This design comes from an exercise in tuning for small area and a short achievable clock period on the open sky130 flow, not from production work. Function was checked by simulation only, so behaviour that the tests miss may differ from the original. Power is estimated from default activity; no workload was simulated.

Setup of the baseline:
==> flow/design.v <==
module apb_regbank_aoi3 (
  input  logic a0, s0, a1, s1, a2, s2,
  output logic y
);
  assign y = !((a0 && s0) || (a1 && s1) || (a2 && s2));
endmodule
module apb_slave_regbank #(
  parameter int                          NUM_SLAVES  = 3,
  parameter int                          ADDR_WIDTH  = 32,
  parameter int                          DATA_WIDTH  = 32,
  parameter int                          DEPTH       = 16,
  parameter int                          WAIT_CYCLES = 0,
  parameter logic [DATA_WIDTH-1:0]       RESET_VALUE = '0
) (
  input  logic                    pclk,
  input  logic                    presetn,
  input  logic [NUM_SLAVES-1:0]   psel,
  input  logic                    penable,
  input  logic                    pwrite,
  input  logic [ADDR_WIDTH-1:0]   paddr,
  input  logic [DATA_WIDTH-1:0]   pwdata,
  input  logic [DATA_WIDTH/8-1:0] pstrb,
  output logic [DATA_WIDTH-1:0]   prdata,
  output logic                    pready,
  output logic                    pslverr
);
  localparam int NB  = DATA_WIDTH / 8;
  localparam int LSB = $clog2(NB);
  localparam int IW  = $clog2(DEPTH);
  localparam int NW  = NUM_SLAVES * DEPTH;
  logic [DATA_WIDTH-1:0] mem [NW];
  logic [NW-1:0]         valid;                
  logic                  wacc;                 
  logic [NUM_SLAVES-1:0] wbank_q;              
  logic [IW-1:0]         wword_q;
  logic [NB-1:0]         wstrb_q;              
  logic [NW-1:0]         wsel;                 
  logic                  acc;                  
  logic                  err_q;
  logic [DATA_WIDTH-1:0] rd_q;
  logic [IW-1:0]         word;
  logic                  setup, onehot, err;
  logic [NW-1:0]         dec;
  logic [DATA_WIDTH-1:0] rd, wd;
  assign word   = paddr[LSB +: IW];
  assign setup  = (psel != '0) && !penable;
  assign onehot = (psel != '0) && ((psel & (psel - 1'b1)) == '0);
  assign err    = !onehot || (paddr[LSB-1:0] != '0) || ((paddr >> (LSB + IW)) != '0);
  always_comb
    for (int s = 0; s < NUM_SLAVES; s++)
      for (int w = 0; w < DEPTH; w++)
        dec[s*DEPTH+w] = psel[s] && (word == IW'(w));
  logic [NW-1:0]         rsel;
  logic [DATA_WIDTH-1:0] rdn [DEPTH];
  assign rsel = dec & valid;
  for (genvar w = 0; w < DEPTH; w++) begin : g_word
    for (genvar b = 0; b < DATA_WIDTH; b++) begin : g_bit
      apb_regbank_aoi3 u_aoi (
        .a0(mem[w][b]), .s0(rsel[w]),
        .a1(mem[DEPTH + w][b]), .s1(rsel[DEPTH + w]),
        .a2(mem[2*DEPTH + w][b]), .s2(rsel[2*DEPTH + w]),
        .y(rdn[w][b]));
    end
  end
  always_comb begin
    rd = '0;
    for (int w = 0; w < DEPTH; w++) rd |= ~rdn[w];
    if (pwrite || err) rd = '0;
  end
  always_ff @(posedge pclk) begin
    rd_q    <= rd;
    err_q   <= err;
    wbank_q <= psel;
    wword_q <= word;
    wstrb_q <= pstrb;
  end
  always_ff @(posedge pclk or negedge presetn)
    if (!presetn) begin
      acc  <= 1'b0;
      wacc <= 1'b0;
    end else begin
      acc  <= setup;
      wacc <= setup && pwrite && !err;
    end
  assign pready  = acc;
  assign pslverr = err_q;
  assign prdata  = rd_q;
  always_comb
    for (int s = 0; s < NUM_SLAVES; s++)
      for (int w = 0; w < DEPTH; w++)
        wsel[s*DEPTH+w] = wacc && wbank_q[s] && (wword_q == IW'(w));
  always_comb
    for (int b = 0; b < NB; b++) wd[8*b +: 8] = wstrb_q[b] ? pwdata[8*b +: 8] : 8'd0;
  always_ff @(posedge pclk or negedge presetn)
    if (!presetn) valid <= '0;
    else          valid <= valid | wsel;
  always_ff @(posedge pclk)
    for (int i = 0; i < NW; i++)
      for (int b = 0; b < NB; b++)
        if (wsel[i] && (wstrb_q[b] || !valid[i])) mem[i][8*b +: 8] <= wd[8*b +: 8];
endmodule
clock: 6.0 ns
lec_check: 0
cap_margin: 20
core_margin: 2
core_utilization: 30
cts_buf_list: sky130_fd_sc_hd__clkbuf_8
cts_cluster_diameter: 60
cts_cluster_size: 16
setup_slack_margin: 3.4
slew_margin: 20
synth_hierarchical: 1
run.sh (not shown) runs the stock make flow with config.mk's settings and CLKGATE_MAP_FILE= SYNTH_SCRIPT=/design/flow/synth_recipe.tcl, a recipe that flattens the netlist after the stock synthesis.
What the candidate does differently from the baseline at the input level:
--- a/flow/design.v
+++ b/flow/design.v
@@ -4,4 +4,22 @@
 );
   assign y = !((a0 && s0) || (a1 && s1) || (a2 && s2));
+endmodule
+module apb_regbank_nand4 (
+  input  logic a, b, c, d,
+  output logic y
+);
+  assign y = !(a && b && c && d);
+endmodule
+module apb_regbank_nor2 (
+  input  logic a, b,
+  output logic y
+);
+  assign y = !(a || b);
+endmodule
+module apb_regbank_aoi21 (
+  input  logic a1, a2, b1,
+  output logic y
+);
+  assign y = !((a1 && a2) || b1);
 endmodule
 module apb_slave_regbank #(
@@ -63,8 +81,15 @@
     end
   end
-  always_comb begin
-    rd = '0;
-    for (int w = 0; w < DEPTH; w++) rd |= ~rdn[w];
-    if (pwrite || err) rd = '0;
+  logic rd_ok;
+  assign rd_ok = !(pwrite || err);
+  for (genvar b = 0; b < DATA_WIDTH; b++) begin : g_rd
+    logic [3:0] t;
+    logic [1:0] m;
+    for (genvar k = 0; k < 4; k++) begin : g_t
+      apb_regbank_nand4 u_t (.a(rdn[4*k][b]), .b(rdn[4*k+1][b]), .c(rdn[4*k+2][b]), .d(rdn[4*k+3][b]), .y(t[k]));
+    end
+    apb_regbank_nor2 u_m0 (.a(t[0]), .b(t[1]), .y(m[0]));
+    apb_regbank_nor2 u_m1 (.a(t[2]), .b(t[3]), .y(m[1]));
+    apb_regbank_aoi21 u_y (.a1(m[0]), .a2(m[1]), .b1(!rd_ok), .y(rd[b]));
   end
   always_ff @(posedge pclk) begin
### Flow results
On via count, the lower figure sits with the baseline, not the candidate.
The number of nets at the end of the flow in the candidate sits about 1.6% below the value recorded for the baseline.
The candidate consumes less power than the baseline does.
Global-route wire length before repair (higher): the candidate
Measured against each other, the candidate and the baseline differ in post-synthesis instance total, the higher figure coming from the candidate.

Another version of the RTL of apb_slave_regbank (not shown whole).
Size in the first run: roughly 1600 flip-flops, about 110 I/O pins, roughly 57000 µm² of cells after synthesis.
==> module apb_slave_regbank, before the edit <==
module apb_slave_regbank #(
  parameter int                          NUM_SLAVES  = 3,
  parameter int                          ADDR_WIDTH  = 32,
  parameter int                          DATA_WIDTH  = 32,
  parameter int                          DEPTH       = 16,
  parameter int                          WAIT_CYCLES = 0,
  parameter logic [DATA_WIDTH-1:0]       RESET_VALUE = '0
) (
  input  logic                    pclk,
  input  logic                    presetn,
  input  logic [NUM_SLAVES-1:0]   psel,
  input  logic                    penable,
  input  logic                    pwrite,
  input  logic [ADDR_WIDTH-1:0]   paddr,
  input  logic [DATA_WIDTH-1:0]   pwdata,
  input  logic [DATA_WIDTH/8-1:0] pstrb,
  output logic [DATA_WIDTH-1:0]   prdata,
  output logic                    pready,
  output logic                    pslverr
);
  localparam int NB  = DATA_WIDTH / 8;
  localparam int LSB = $clog2(NB);
  localparam int IW  = $clog2(DEPTH);
  localparam int NW  = NUM_SLAVES * DEPTH;
  logic [DATA_WIDTH-1:0] mem [NW];
  logic [NW-1:0]         valid;                
  logic                  wacc;                 
  logic [NUM_SLAVES-1:0] wbank_q;              
  logic [IW-1:0]         wword_q;
  logic [NW-1:0]         wsel;                 
  logic                  acc;                  
  logic                  err_q;
  logic [DATA_WIDTH-1:0] rd_q;
  logic [IW-1:0]         word;
  logic                  setup, onehot, err;
  logic [NW-1:0]         dec;
  logic [DATA_WIDTH-1:0] rd, wd;
  assign word   = paddr[LSB +: IW];
  assign setup  = (psel != '0) && !penable;
  assign onehot = (psel != '0) && ((psel & (psel - 1'b1)) == '0);
  assign err    = !onehot || (paddr[LSB-1:0] != '0) || ((paddr >> (LSB + IW)) != '0);
  always_comb
    for (int s = 0; s < NUM_SLAVES; s++)
      for (int w = 0; w < DEPTH; w++)
        dec[s*DEPTH+w] = psel[s] && (word == IW'(w));
  logic [NW-1:0]         rsel;
  logic [DATA_WIDTH-1:0] rdn [DEPTH];
  assign rsel = dec & valid;
  for (genvar w = 0; w < DEPTH; w++) begin : g_word
    for (genvar b = 0; b < DATA_WIDTH; b++) begin : g_bit
      apb_regbank_aoi3 u_aoi (
        .a0(mem[w][b]), .s0(rsel[w]),
        .a1(mem[DEPTH + w][b]), .s1(rsel[DEPTH + w]),
        .a2(mem[2*DEPTH + w][b]), .s2(rsel[2*DEPTH + w]),
        .y(rdn[w][b]));
    end
  end
  always_comb begin
    rd = '0;
    for (int w = 0; w < DEPTH; w++) rd |= ~rdn[w];
    if (pwrite || err) rd = '0;
  end
  always_ff @(posedge pclk) begin
    rd_q    <= rd;
    err_q   <= err;
    wbank_q <= psel;
    wword_q <= word;
  end
  always_ff @(posedge pclk or negedge presetn)
    if (!presetn) begin
      acc  <= 1'b0;
      wacc <= 1'b0;
    end else begin
      acc  <= setup;
      wacc <= setup && pwrite && !err;
    end
  assign pready  = acc;
  assign pslverr = err_q;
  assign prdata  = rd_q;
  always_comb
    for (int s = 0; s < NUM_SLAVES; s++)
      for (int w = 0; w < DEPTH; w++)
        wsel[s*DEPTH+w] = wacc && wbank_q[s] && (wword_q == IW'(w));
  always_comb
    for (int b = 0; b < NB; b++) wd[8*b +: 8] = pstrb[b] ? pwdata[8*b +: 8] : 8'd0;
  always_ff @(posedge pclk or negedge presetn)
    if (!presetn) valid <= '0;
    else          valid <= valid | wsel;
  always_ff @(posedge pclk)
    for (int i = 0; i < NW; i++)
      for (int b = 0; b < NB; b++)
        if (wsel[i] && (pstrb[b] || !valid[i])) mem[i][8*b +: 8] <= wd[8*b +: 8];
endmodule
clock: 6.0 ns
lec_check: 0
cap_margin: 20
core_margin: 2
core_utilization: 30
cts_buf_list: sky130_fd_sc_hd__clkbuf_8
cts_cluster_diameter: 60
cts_cluster_size: 16
setup_slack_margin: 3.4
slew_margin: 20
synth_hierarchical: 1
standard.sh (not shown) runs the stock make flow with config.mk's settings and CLKGATE_MAP_FILE= SYNTH_SCRIPT=/design/flow/synth_recipe.tcl, a recipe that flattens the netlist after the stock synthesis.
==> flow/flow/run.sh <==
#!/bin/bash
set -euo pipefail
bash standard.sh MATCH_CELL_FOOTPRINT=0 finish > standard_flow.log 2>&1
Next try:
--- a/flow/design.v
+++ b/flow/design.v
@@ -2,8 +2,26 @@
   input  logic a0, s0, a1, s1, a2, s2,
   output logic y
 );
   assign y = !((a0 && s0) || (a1 && s1) || (a2 && s2));
+endmodule
+module apb_regbank_nand4 (
+  input  logic a, b, c, d,
+  output logic y
+);
+  assign y = !(a && b && c && d);
+endmodule
+module apb_regbank_nor2 (
+  input  logic a, b,
+  output logic y
+);
+  assign y = !(a || b);
+endmodule
+module apb_regbank_aoi21 (
+  input  logic a1, a2, b1,
+  output logic y
+);
+  assign y = !((a1 && a2) || b1);
 endmodule
 module apb_slave_regbank #(
   parameter int                          NUM_SLAVES  = 3,
   parameter int                          ADDR_WIDTH  = 32,
@@ -29,11 +47,10 @@
   localparam int IW  = $clog2(DEPTH);
   localparam int NW  = NUM_SLAVES * DEPTH;
   logic [DATA_WIDTH-1:0] mem [NW];
   logic [NW-1:0]         valid;                
-  logic                  wacc;                 
-  logic [NUM_SLAVES-1:0] wbank_q;              
-  logic [IW-1:0]         wword_q;
+  logic [NW-1:0]         wsel_n;               
+  logic [NB-1:0]         wstrb_q;              
   logic [NW-1:0]         wsel;                 
   logic                  acc;                  
   logic                  err_q;
   logic [DATA_WIDTH-1:0] rd_q;
@@ -60,40 +77,43 @@
         .a2(mem[2*DEPTH + w][b]), .s2(rsel[2*DEPTH + w]),
         .y(rdn[w][b]));
     end
   end
-  always_comb begin
-    rd = '0;
-    for (int w = 0; w < DEPTH; w++) rd |= ~rdn[w];
-    if (pwrite || err) rd = '0;
+  logic rd_ok;
+  assign rd_ok = !(pwrite || err);
+  for (genvar b = 0; b < DATA_WIDTH; b++) begin : g_rd
+    logic [3:0] t;
+    logic [1:0] m;
+    for (genvar k = 0; k < 4; k++) begin : g_t
+      apb_regbank_nand4 u_t (.a(rdn[4*k][b]), .b(rdn[4*k+1][b]), .c(rdn[4*k+2][b]), .d(rdn[4*k+3][b]), .y(t[k]));
+    end
+    apb_regbank_nor2 u_m0 (.a(t[0]), .b(t[1]), .y(m[0]));
+    apb_regbank_nor2 u_m1 (.a(t[2]), .b(t[3]), .y(m[1]));
+    apb_regbank_aoi21 u_y (.a1(m[0]), .a2(m[1]), .b1(!rd_ok), .y(rd[b]));
   end
   always_ff @(posedge pclk) begin
     rd_q    <= rd;
     err_q   <= err;
-    wbank_q <= psel;
-    wword_q <= word;
+    wstrb_q <= pstrb;
   end
   always_ff @(posedge pclk or negedge presetn)
     if (!presetn) begin
-      acc  <= 1'b0;
-      wacc <= 1'b0;
+      acc    <= 1'b0;
+      wsel_n <= '1;
     end else begin
-      acc  <= setup;
-      wacc <= setup && pwrite && !err;
+      acc    <= setup;
+      wsel_n <= (setup && pwrite && !err) ? ~dec : '1;
     end
   assign pready  = acc;
   assign pslverr = err_q;
   assign prdata  = rd_q;
+  assign wsel = ~wsel_n;
   always_comb
-    for (int s = 0; s < NUM_SLAVES; s++)
-      for (int w = 0; w < DEPTH; w++)
-        wsel[s*DEPTH+w] = wacc && wbank_q[s] && (wword_q == IW'(w));
-  always_comb
-    for (int b = 0; b < NB; b++) wd[8*b +: 8] = pstrb[b] ? pwdata[8*b +: 8] : 8'd0;
+    for (int b = 0; b < NB; b++) wd[8*b +: 8] = wstrb_q[b] ? pwdata[8*b +: 8] : 8'd0;
   always_ff @(posedge pclk or negedge presetn)
     if (!presetn) valid <= '0;
     else          valid <= valid | wsel;
   always_ff @(posedge pclk)
     for (int i = 0; i < NW; i++)
       for (int b = 0; b < NB; b++)
-        if (wsel[i] && (pstrb[b] || !valid[i])) mem[i][8*b +: 8] <= wd[8*b +: 8];
+        if (wsel[i] && (wstrb_q[b] || !valid[i])) mem[i][8*b +: 8] <= wd[8*b +: 8];
 endmodule
The new run finished with timing, DRC and antenna clean.
Setup slack gains 0.20 ns.
Sequential cell count is higher by 44.
Via count falls by about 3.7%.
Die area grows by 2.7%.
Synthesized cell count grows by about 3.7%.
Fmax rose by 7.4%.
Total power climbs by about 3%.
Routed wire length decreases by 11%.
Clock power goes up by 5.7%.
Global-route usage decreases by 1.8 points.
Final cell count grows by 1.3%.
Clock skew climbs by 0.0056 ns.

[port drivers added, routing unchanged]
The flow's constraints put no driver on any port. The routed layouts listed below were extracted and timed again, unchanged, in two steps. Step 1, drivers: a clkbuf_16 drives pclk and a buf_2 each remaining input, both assumed. Step 2, shift: input delay + t, output delay - t, t = (earliest + latest rising clock arrival at the registers) / 2. This alone moves slack from input paths to output paths. Slacks: ideal / step 1 / step 2; pairs: ideal / step 1.
run	shift t [ns]	setup slack, ns	worst setup path after step 2	worst register clock-pin slew, ns
the baseline	0.935	3.322 / 3.256 / 2.320	input to register	0.11 / 0.11
the candidate	0.913	3.145 / 3.145 / 2.326	input to register	0.11 / 0.11
the first run of note 2	0.942	3.141 / 3.120 / 2.179	input to register	0.11 / 0.11
the second run of note 2	0.940	3.338 / 3.265 / 2.447	input to register	0.11 / 0.11
After both steps every run listed still meets setup and hold. The setup slack of the baseline, which loses most, moves by -0.066 ns with the drivers and by -1.002 ns with both steps.
